This is an optimization exercise on Yosys and OpenROAD, whose aim is small area, not a production implementation.
At most, simulation tests tie the RTL to the original design; equivalence was not proved.
No activity file was given, so power comes from the tool's default toggle rates.

==> inputs of v9 <==
==> flow/design.v <==
package pcie_app_pkg;
    localparam int BUF_AW = 10;                  
    typedef logic [63:0]       qword_t;          
    typedef logic [BUF_AW-1:0] buf_addr_t;       
    typedef logic [4:0]        qword_cnt_t;      
endpackage
`timescale 1ns/100ps
module pcie_rx_dma_app (
    input  logic                     trn_clk,
    input  logic                     rst_n,
    input  pcie_app_pkg::qword_t     trn_rd,
    input  logic [7:0]               trn_rrem,
    input  logic                     trn_rsof_n,
    input  logic                     trn_reof_n,
    input  logic                     trn_rsrc_rdy_n,
    input  logic [6:0]               trn_rbar_hit_n,
    output logic                     trn_rdst_rdy_n,
    output pcie_app_pkg::qword_t     trn_td,
    output logic [7:0]               trn_trem_n,
    output logic                     trn_tsof_n,
    output logic                     trn_teof_n,
    output logic                     trn_tsrc_rdy_n,
    output logic                     trn_tsrc_dsc_n,
    input  logic                     trn_tdst_rdy_n,
    input  logic [3:0]               trn_tbuf_av,
    input  logic [15:0]              cfg_command,
    input  logic [7:0]               cfg_bus_number,
    input  logic [4:0]               cfg_device_number,
    input  logic [2:0]               cfg_function_number,
    output logic                     cfg_interrupt_n,
    input  logic                     cfg_interrupt_rdy_n,
    input  logic                     rx_trigger_tlp,
    output logic                     rx_trigger_tlp_ack,
    input  pcie_app_pkg::qword_cnt_t rx_qwords_to_send,
    input  logic                     rx_change_huge_page,
    output logic                     rx_change_huge_page_ack,
    output logic                     rx_huge_page_status_1,
    output logic                     rx_huge_page_status_2,
    output pcie_app_pkg::buf_addr_t  rx_commited_rd_address,
    output pcie_app_pkg::buf_addr_t  rx_rd_addr,
    input  pcie_app_pkg::qword_t     rx_rd_data
);
    assign trn_rdst_rdy_n = 1'b0;                
    assign trn_tsrc_dsc_n = 1'b1;                
    assign trn_trem_n     = 8'h00;               
    logic armed;                                 
    logic data_hit;
    logic wr_lo1, wr_hi1, wr_lo2, wr_hi2, wr_int;
    always_ff @(posedge trn_clk) begin
        if (!rst_n) begin
            armed <= 1'b0;
        end else if (!trn_rsrc_rdy_n) begin
            armed <= !trn_rsof_n && trn_reof_n && (trn_rd[63:56] == 8'h40) &&
                     (trn_rd[41:32] == 10'd1) && !trn_rbar_hit_n[0];
        end
    end
    assign data_hit = rst_n && !trn_rsrc_rdy_n && armed && !trn_reof_n && (trn_rrem == 8'h00);
    assign wr_lo1   = data_hit && (trn_rd[36:32] == 5'h00);
    assign wr_hi1   = data_hit && (trn_rd[36:32] == 5'h04);
    assign wr_lo2   = data_hit && (trn_rd[36:32] == 5'h08);
    assign wr_hi2   = data_hit && (trn_rd[36:32] == 5'h0C);
    assign wr_int   = data_hit && (trn_rd[36:32] == 5'h10);
    logic [63:2] page1, page2;
    always_ff @(posedge trn_clk) begin
        if (wr_lo1) page1[31:2]  <= trn_rd[31:2];
        if (wr_hi1) page1[63:32] <= trn_rd[31:0];
        if (wr_lo2) page2[31:2]  <= trn_rd[31:2];
        if (wr_hi2) page2[63:32] <= trn_rd[31:0];
    end
    logic hi1_q, hi2_q;                          
    logic int_c;                                 
    logic int_en;
    logic ready1, ready2;
    logic freeing;                               
    logic cur_sel;                               
    always_ff @(posedge trn_clk) begin
        hi1_q  <= wr_hi1;
        hi2_q  <= wr_hi2;
        int_c  <= rst_n && (wr_int ? trn_rd[0] : int_c);
        int_en <= rst_n && int_c;
    end
    always_ff @(posedge trn_clk) begin
        if (!rst_n) begin
            ready1 <= 1'b0;
            ready2 <= 1'b0;
        end else begin
            if (hi1_q)                   ready1 <= 1'b1;
            else if (freeing && cur_sel) ready1 <= 1'b0;
            if (hi2_q)                    ready2 <= 1'b1;
            else if (freeing && !cur_sel) ready2 <= 1'b0;
        end
    end
    assign rx_huge_page_status_1 = ready1;
    assign rx_huge_page_status_2 = ready2;
    logic send;                                  
    logic h2;                                    
    logic h1;                                    
    logic dp;                                    
    logic irq;
    logic irqw;
    logic idle;
    logic take_chg;
    logic take_trig;
    logic out_vld;
    logic last;                                  
    logic out_free;
    logic rd_pend;
    logic skid_vld;
    logic avail;
    logic issue;
    logic tlp_done;
    pcie_app_pkg::qword_cnt_t  rd_left;
    logic [17:0]               page_off;         
    pcie_app_pkg::buf_addr_t   rd_addr;
    pcie_app_pkg::buf_addr_t   commit;
    pcie_app_pkg::qword_t      out_q;
    pcie_app_pkg::qword_t      skid_q;
    logic [63:2]               base;
    logic [17:0] page_off_inc;
    logic [9:0]  rd_addr_inc;
    logic [4:0]  rd_left_dec;
    logic [18:0] po_c;
    logic [10:0] ra_c;
    logic [5:0]  rl_b;
    assign po_c[0] = 1'b1;
    assign ra_c[0] = 1'b1;
    assign rl_b[0] = 1'b1;
    for (genvar i = 0; i < 18; i++) begin : g_po
        assign page_off_inc[i] = page_off[i] ^ po_c[i];
        assign po_c[i+1]       = page_off[i] & po_c[i];
    end
    for (genvar i = 0; i < 10; i++) begin : g_ra
        assign rd_addr_inc[i] = rd_addr[i] ^ ra_c[i];
        assign ra_c[i+1]      = rd_addr[i] & ra_c[i];
    end
    for (genvar i = 0; i < 5; i++) begin : g_rl
        assign rd_left_dec[i] = rd_left[i] ^ rl_b[i];
        assign rl_b[i+1]      = !rd_left[i] & rl_b[i];
    end
    assign idle      = !(send || h2 || h1 || dp || irq || irqw);
    assign take_chg  = idle && rx_change_huge_page;
    assign take_trig = idle && !rx_change_huge_page && rx_trigger_tlp &&
                       (cur_sel ? ready2 : ready1) && cfg_command[2] && (trn_tbuf_av != 4'd0);
    assign out_free  = !out_vld || !trn_tdst_rdy_n;
    assign avail     = skid_vld || rd_pend;      
    assign issue     = (rd_left != '0) && ((h1 && out_free) || (dp && (out_free || !avail)));
    assign tlp_done  = last && !trn_tdst_rdy_n;
    always_ff @(posedge trn_clk) begin
        if (!rst_n) begin
            send     <= 1'b0;
            h2       <= 1'b0;
            h1       <= 1'b0;
            dp       <= 1'b0;
            irq      <= 1'b0;
            irqw     <= 1'b0;
            freeing  <= 1'b0;
            cur_sel  <= 1'b0;
            page_off <= '0;
            rd_addr  <= '0;
            commit   <= '0;
            rd_pend  <= 1'b0;
            skid_vld <= 1'b0;
            out_vld  <= 1'b0;
            last     <= 1'b0;
        end else begin
            send    <= take_trig;
            h2      <= send;
            h1      <= h2 || (h1 && !out_free);
            dp      <= (h1 && out_free) || (dp && !tlp_done);
            irq     <= (take_chg && int_en) || (irq && cfg_interrupt_rdy_n);
            irqw    <= (take_chg && !int_en) || (irq && !cfg_interrupt_rdy_n);
            freeing <= take_chg;
            if (take_chg) begin
                cur_sel  <= !cur_sel;
                page_off <= '0;
            end else if (issue) begin
                page_off <= page_off_inc;
            end
            if (issue) rd_addr <= rd_addr_inc;
            if (tlp_done) commit <= rd_addr;
            rd_pend  <= issue;
            skid_vld <= avail && !out_free;
            if (out_free) begin
                out_vld <= h2 || h1 || (dp && avail);
                last    <= dp && avail && (rd_left == '0);
            end
        end
    end
    always_ff @(posedge trn_clk) begin
        if (take_trig) begin
            rd_left <= rx_qwords_to_send;
        end else if (issue) begin
            rd_left <= rd_left_dec;
        end
    end
    assign base     = cur_sel ? page2 : page1;
    logic [20:3] sum_lo;
    logic [9:0]  ca, cb;
    assign ca[0] = 1'b0;
    assign cb[0] = 1'b0;
    for (genvar j = 0; j < 9; j++) begin : g_lo
        assign sum_lo[3+j]  = base[3+j] ^ page_off[j] ^ ca[j];
        assign ca[j+1]      = (base[3+j] & page_off[j]) | (ca[j] & (base[3+j] ^ page_off[j]));
        assign sum_lo[12+j] = base[12+j] ^ page_off[9+j] ^ cb[j];
        assign cb[j+1]      = (base[12+j] & page_off[9+j]) | (cb[j] & (base[12+j] ^ page_off[9+j]));
    end
    logic [63:12] hi_inc;
    logic [9:0]   mc;
    logic         c21;
    assign mc[0] = h1 && skid_q[0];
    for (genvar j = 0; j < 9; j++) begin : g_mid
        assign hi_inc[12+j] = skid_q[12+j] ^ mc[j];
        assign mc[j+1]      = skid_q[12+j] & mc[j];
    end
    assign c21 = (h1 && skid_q[1]) || mc[9];
    logic [5:0] hb_ao;                           
    logic [5:0] hb_cin;
    for (genvar k = 0; k < 6; k++) begin : g_hb
        localparam int W = (k == 5) ? 3 : 8;
        logic [W:0] c;
        assign hb_ao[k]  = &skid_q[21+8*k +: W];
        assign hb_cin[k] = (k == 0) ? c21 : (hb_cin[k-1] && hb_ao[k-1]);
        assign c[0] = hb_cin[k];
        for (genvar j = 0; j < W; j++) begin : g_bit
            assign hi_inc[21+8*k+j] = skid_q[21+8*k+j] ^ c[j];
            assign c[j+1]           = skid_q[21+8*k+j] & c[j];
        end
    end
    always_ff @(posedge trn_clk) begin
        if (rd_pend && !out_free) begin
            skid_q <= rx_rd_data;
        end else if (!(take_trig || send || h2 || h1 || skid_vld)) begin
            skid_q <= {base[63:21], sum_lo, base[2], cb[9], ca[9]};
        end
        if (out_free) begin
            if (h2) begin
                out_q <= {8'h60, 14'd0, 4'd0, rd_left, 1'b0,
                          cfg_bus_number, cfg_device_number, cfg_function_number,
                          8'h00, 8'hFF};
            end else if (h1 || skid_vld) begin
                out_q <= {hi_inc, skid_q[11:2], skid_q[1:0] & {2{!h1}}};
            end else begin
                out_q <= rx_rd_data;
            end
        end
    end
    assign trn_td                  = out_q;
    assign trn_tsrc_rdy_n          = !out_vld;
    assign trn_tsof_n              = !h1;
    assign trn_teof_n              = !last;
    assign rx_trigger_tlp_ack      = tlp_done;
    assign rx_change_huge_page_ack = irqw;
    assign cfg_interrupt_n         = !irq;
    assign rx_commited_rd_address  = commit;
    assign rx_rd_addr              = rd_addr;
endmodule
==> flow/flow/run.sh <==
#!/bin/bash
# Standard synthesis and layout, with the port buffers as the smallest buffer
# cell and a lighter clock tree. Each step's full log is kept under
# orfs/logs; make's own output goes to flow_synth.log and flow_layout.log.
set -euo pipefail
bash standard.sh synth > flow_synth.log 2>&1
bash standard.sh finish \
    "BUFFER_PORTS_ARGS=-buffer_cell sky130_fd_sc_hd__buf_1" \
    "CTS_ARGS=-sink_clustering_enable -repair_clock_nets -dont_use_dummy_load -buf_list sky130_fd_sc_hd__clkbuf_4" \
    > flow_layout.log 2>&1
==> flow/standard.sh <==
#!/bin/bash
# synth_recipe.tcl (not shown) runs the flow's synth.tcl, then flattens the netlist and writes it again
# the make line also repeats each setting of config.mk as NAME=value (left out here)
make -C /OpenROAD-flow-scripts/flow DESIGN_CONFIG=/design/flow/config.mk WORK_HOME=/design/flow/orfs CLKGATE_MAP_FILE= SYNTH_SCRIPT=/design/flow/synth_recipe.tcl "${@:-finish}"
==> flow/config.mk <==
export PLATFORM = sky130hd
export DESIGN_NAME = pcie_rx_dma_app
export DESIGN_NICKNAME = pcie_rx_dma_app
export VERILOG_FILES = /design/flow/design.v
export SDC_FILE = /design/flow/constraint.sdc
export NUM_CORES = 4
export LEC_CHECK = 0
export CAP_MARGIN = 20
export CORE_MARGIN = 2
export CORE_UTILIZATION = 40
export SLEW_MARGIN = 20
==> flow/constraint.sdc <==
create_clock -name core_clock -period 5.0 [get_ports {trn_clk}]
set_input_delay 1.0000 -clock core_clock [delete_from_list [all_inputs] [get_ports {trn_clk}]]
set_output_delay 1.0000 -clock core_clock [all_outputs]
set_load 0.01 [all_outputs]
==> inputs of v11, as changes to v9 <==
--- a/flow/design.v
+++ b/flow/design.v
@@ -228,19 +228,22 @@
     end
-    always_ff @(posedge trn_clk) begin
-        if (rd_pend && !out_free) begin
-            skid_q <= rx_rd_data;
-        end else if (!(take_trig || send || h2 || h1 || skid_vld)) begin
-            skid_q <= {base[63:21], sum_lo, base[2], cb[9], ca[9]};
-        end
-        if (out_free) begin
-            if (h2) begin
-                out_q <= {8'h60, 14'd0, 4'd0, rd_left, 1'b0,
-                          cfg_bus_number, cfg_device_number, cfg_function_number,
-                          8'h00, 8'hFF};
-            end else if (h1 || skid_vld) begin
-                out_q <= {hi_inc, skid_q[11:2], skid_q[1:0] & {2{!h1}}};
-            end else begin
-                out_q <= rx_rd_data;
-            end
-        end
+    logic        s_rd, s_trk, s_p1, s_p2, o_h0, o_sk, o_rd;
+    logic [63:0] skid_d, out_d, hdr0;
+    assign s_rd  = rd_pend && !out_free;
+    assign s_trk = !(take_trig || send || h2 || h1 || skid_vld);
+    assign s_p1  = !s_rd && !cur_sel;
+    assign s_p2  = !s_rd && cur_sel;
+    assign skid_d[63:21] = (rx_rd_data[63:21] & {43{s_rd}}) | (page1[63:21] & {43{s_p1}}) |
+                           (page2[63:21] & {43{s_p2}});
+    assign skid_d[20:0]  = s_rd ? rx_rd_data[20:0] : {sum_lo, base[2], cb[9], ca[9]};
+    assign hdr0  = {8'h60, 14'd0, 4'd0, rd_left, 1'b0,
+                    cfg_bus_number, cfg_device_number, cfg_function_number, 8'h00, 8'hFF};
+    assign o_h0  = h2;
+    assign o_sk  = !h2 && (h1 || skid_vld);
+    assign o_rd  = !h2 && !(h1 || skid_vld);
+    assign out_d = (hdr0 & {64{o_h0}}) |
+                   ({hi_inc, skid_q[11:2], skid_q[1:0] & {2{!h1}}} & {64{o_sk}}) |
+                   (rx_rd_data & {64{o_rd}});
+    always_ff @(posedge trn_clk) begin
+        if (s_rd || s_trk) skid_q <= skid_d;
+        if (out_free)      out_q  <= out_d;
     end
--- a/flow/flow/run.sh
+++ b/flow/flow/run.sh
@@ -8,3 +8,3 @@
     "BUFFER_PORTS_ARGS=-buffer_cell sky130_fd_sc_hd__buf_1" \
-    "CTS_ARGS=-sink_clustering_enable -repair_clock_nets -dont_use_dummy_load -buf_list sky130_fd_sc_hd__clkbuf_4" \
+    "CTS_ARGS=-sink_clustering_enable -repair_clock_nets -dont_use_dummy_load -buf_list sky130_fd_sc_hd__clkbuf_2" \
     > flow_layout.log 2>&1
- CORE_UTILIZATION: 40 -> 65
==> inputs of v12, as changes to v9 <==
--- a/flow/design.v
+++ b/flow/design.v
@@ -118,23 +118,3 @@
     logic [63:2]               base;
-    logic [17:0] page_off_inc;
-    logic [9:0]  rd_addr_inc;
-    logic [4:0]  rd_left_dec;
-    logic [18:0] po_c;
-    logic [10:0] ra_c;
-    logic [5:0]  rl_b;
-    assign po_c[0] = 1'b1;
-    assign ra_c[0] = 1'b1;
-    assign rl_b[0] = 1'b1;
-    for (genvar i = 0; i < 18; i++) begin : g_po
-        assign page_off_inc[i] = page_off[i] ^ po_c[i];
-        assign po_c[i+1]       = page_off[i] & po_c[i];
-    end
-    for (genvar i = 0; i < 10; i++) begin : g_ra
-        assign rd_addr_inc[i] = rd_addr[i] ^ ra_c[i];
-        assign ra_c[i+1]      = rd_addr[i] & ra_c[i];
-    end
-    for (genvar i = 0; i < 5; i++) begin : g_rl
-        assign rd_left_dec[i] = rd_left[i] ^ rl_b[i];
-        assign rl_b[i+1]      = !rd_left[i] & rl_b[i];
-    end
+    logic [63:3]               addr_sum;
     assign idle      = !(send || h2 || h1 || dp || irq || irqw);
@@ -176,5 +156,5 @@
             end else if (issue) begin
-                page_off <= page_off_inc;
+                page_off <= page_off + 1'b1;
             end
-            if (issue) rd_addr <= rd_addr_inc;
+            if (issue) rd_addr <= rd_addr + 1'b1;
             if (tlp_done) commit <= rd_addr;
@@ -192,3 +172,3 @@
         end else if (issue) begin
-            rd_left <= rd_left_dec;
+            rd_left <= rd_left - 1'b1;
         end
@@ -196,34 +176,3 @@
     assign base     = cur_sel ? page2 : page1;
-    logic [20:3] sum_lo;
-    logic [9:0]  ca, cb;
-    assign ca[0] = 1'b0;
-    assign cb[0] = 1'b0;
-    for (genvar j = 0; j < 9; j++) begin : g_lo
-        assign sum_lo[3+j]  = base[3+j] ^ page_off[j] ^ ca[j];
-        assign ca[j+1]      = (base[3+j] & page_off[j]) | (ca[j] & (base[3+j] ^ page_off[j]));
-        assign sum_lo[12+j] = base[12+j] ^ page_off[9+j] ^ cb[j];
-        assign cb[j+1]      = (base[12+j] & page_off[9+j]) | (cb[j] & (base[12+j] ^ page_off[9+j]));
-    end
-    logic [63:12] hi_inc;
-    logic [9:0]   mc;
-    logic         c21;
-    assign mc[0] = h1 && skid_q[0];
-    for (genvar j = 0; j < 9; j++) begin : g_mid
-        assign hi_inc[12+j] = skid_q[12+j] ^ mc[j];
-        assign mc[j+1]      = skid_q[12+j] & mc[j];
-    end
-    assign c21 = (h1 && skid_q[1]) || mc[9];
-    logic [5:0] hb_ao;                           
-    logic [5:0] hb_cin;
-    for (genvar k = 0; k < 6; k++) begin : g_hb
-        localparam int W = (k == 5) ? 3 : 8;
-        logic [W:0] c;
-        assign hb_ao[k]  = &skid_q[21+8*k +: W];
-        assign hb_cin[k] = (k == 0) ? c21 : (hb_cin[k-1] && hb_ao[k-1]);
-        assign c[0] = hb_cin[k];
-        for (genvar j = 0; j < W; j++) begin : g_bit
-            assign hi_inc[21+8*k+j] = skid_q[21+8*k+j] ^ c[j];
-            assign c[j+1]           = skid_q[21+8*k+j] & c[j];
-        end
-    end
+    assign addr_sum = base[63:3] + {43'd0, page_off};
     always_ff @(posedge trn_clk) begin
@@ -232,3 +181,3 @@
         end else if (!(take_trig || send || h2 || h1 || skid_vld)) begin
-            skid_q <= {base[63:21], sum_lo, base[2], cb[9], ca[9]};
+            skid_q <= {addr_sum, base[2], 2'b00};
         end
@@ -240,3 +189,3 @@
             end else if (h1 || skid_vld) begin
-                out_q <= {hi_inc, skid_q[11:2], skid_q[1:0] & {2{!h1}}};
+                out_q <= skid_q;
             end else begin
==> flow/run.sh (new file) <==
#!/bin/bash
# synth_recipe.tcl (not shown) runs the flow's synth.tcl, then flattens the netlist and writes it again
# the make line also repeats each setting of config.mk as NAME=value (left out here)
make -C /OpenROAD-flow-scripts/flow DESIGN_CONFIG=/design/flow/config.mk WORK_HOME=/design/flow/orfs CLKGATE_MAP_FILE= SYNTH_SCRIPT=/design/flow/synth_recipe.tcl finish
removed: flow/flow/run.sh
removed: flow/standard.sh
==> results.txt <==
| metric | v9 | v12 | v11 |
|---|---|---|---|
| First DRT Iteration DRCs | 491 | 996 | 496 |
| First-pass GRT wire length | 51100 um | 65300 um | 45600 um |
| Antenna fix cells | 6 | 2 | 2 |
| Switching power | 1.09 mW | 1.29 mW | 1.04 mW |
| Largest net degree at the start of global routing | 88 | 88 | 102 |
| Worst Setup Slack post-DPL | 186 ps | 1030 ps | 184 ps |
| Maximum cell stage delay along the critical path | 380 ps | 770 ps | 390 ps |
| Internal Pwr Total | 3.75 mW | 4.59 mW | 3.40 mW |
| Outcome | finished clean | finished clean | finished clean |
| Final worst-path setup slack | 228 ps | 1010 ps | 247 ps |
| Hold Worst Slack | 440 ps | 455 ps | 368 ps |
| Number of distinct library cell variants in the gate-level netlist after synthesis | 45 | 77 | 52 |
| Non-filler cells, final | 1839 | 2149 | 1578 |
| Area of all placed cells without fillers | 16000 um2 | 19300 um2 | 15400 um2 |
| Sequential share of cell area | 55.3% | 46.0% | 57.6% |
| Measured slew at the worst slew-check pin | 1090 ps | 1030 ps | 993 ps |
| Non-clock inverter instance count of the final layout | 25 | 22 | 27 |
| Post-detail-place hpwl | 23700 um | 31900 um | 20600 um |
| Clock insertion delay at the later pin of the skew report | 700 ps | 530 ps | 830 ps |
| Total detailed-routing wirelength | 33900 um | 43700 um | 30400 um |
| Fraction of layout cells with a size suffix above 1 | 8.49% | 7.58% | 10.2% |
| Global-route layer with the greatest usage | met2 | met1 | met2 |
| Worst Reg2Reg Path Length in Cells | 24 | 8 | 22 |
| Worst-path clk slew | 60 ps | 60 ps | 100 ps |
| Number of antenna violations at the first check in global routing | 10 | 3 | 2 |
Function not checked in v11: the RTL went through the layout flow alone.

## re-timing with driven ports
The results above use ideal ports. As a check the final layouts listed here were re-extracted and re-timed, cells and wires unchanged. Step 1 sets driving cells, clkbuf_16 on the clock port and buf_2 on the other inputs (assumed; they add their load-dependent delay and slew). Step 2, shift: input delay + t, output delay - t, t = (earliest + latest rising clock arrival at the registers) / 2. This alone moves slack from input paths to output paths. Three values: ideal ports, drivers, drivers and shift; two values: the first two.
run	t, ns	setup WS [ns]	worst register clock-pin slew, ns
v9	0.718	0.228 / 0.228 / 0.228	0.07 / 0.07
v11	0.831	0.247 / 0.247 / 0.247	0.10 / 0.10
v12	0.573	1.006 / 0.978 / 0.978	0.06 / 0.06
After both steps every run listed still meets setup and hold. For v12, which loses most, drivers alone change the setup slack by -0.028 ns; drivers and shift together by -0.028 ns.
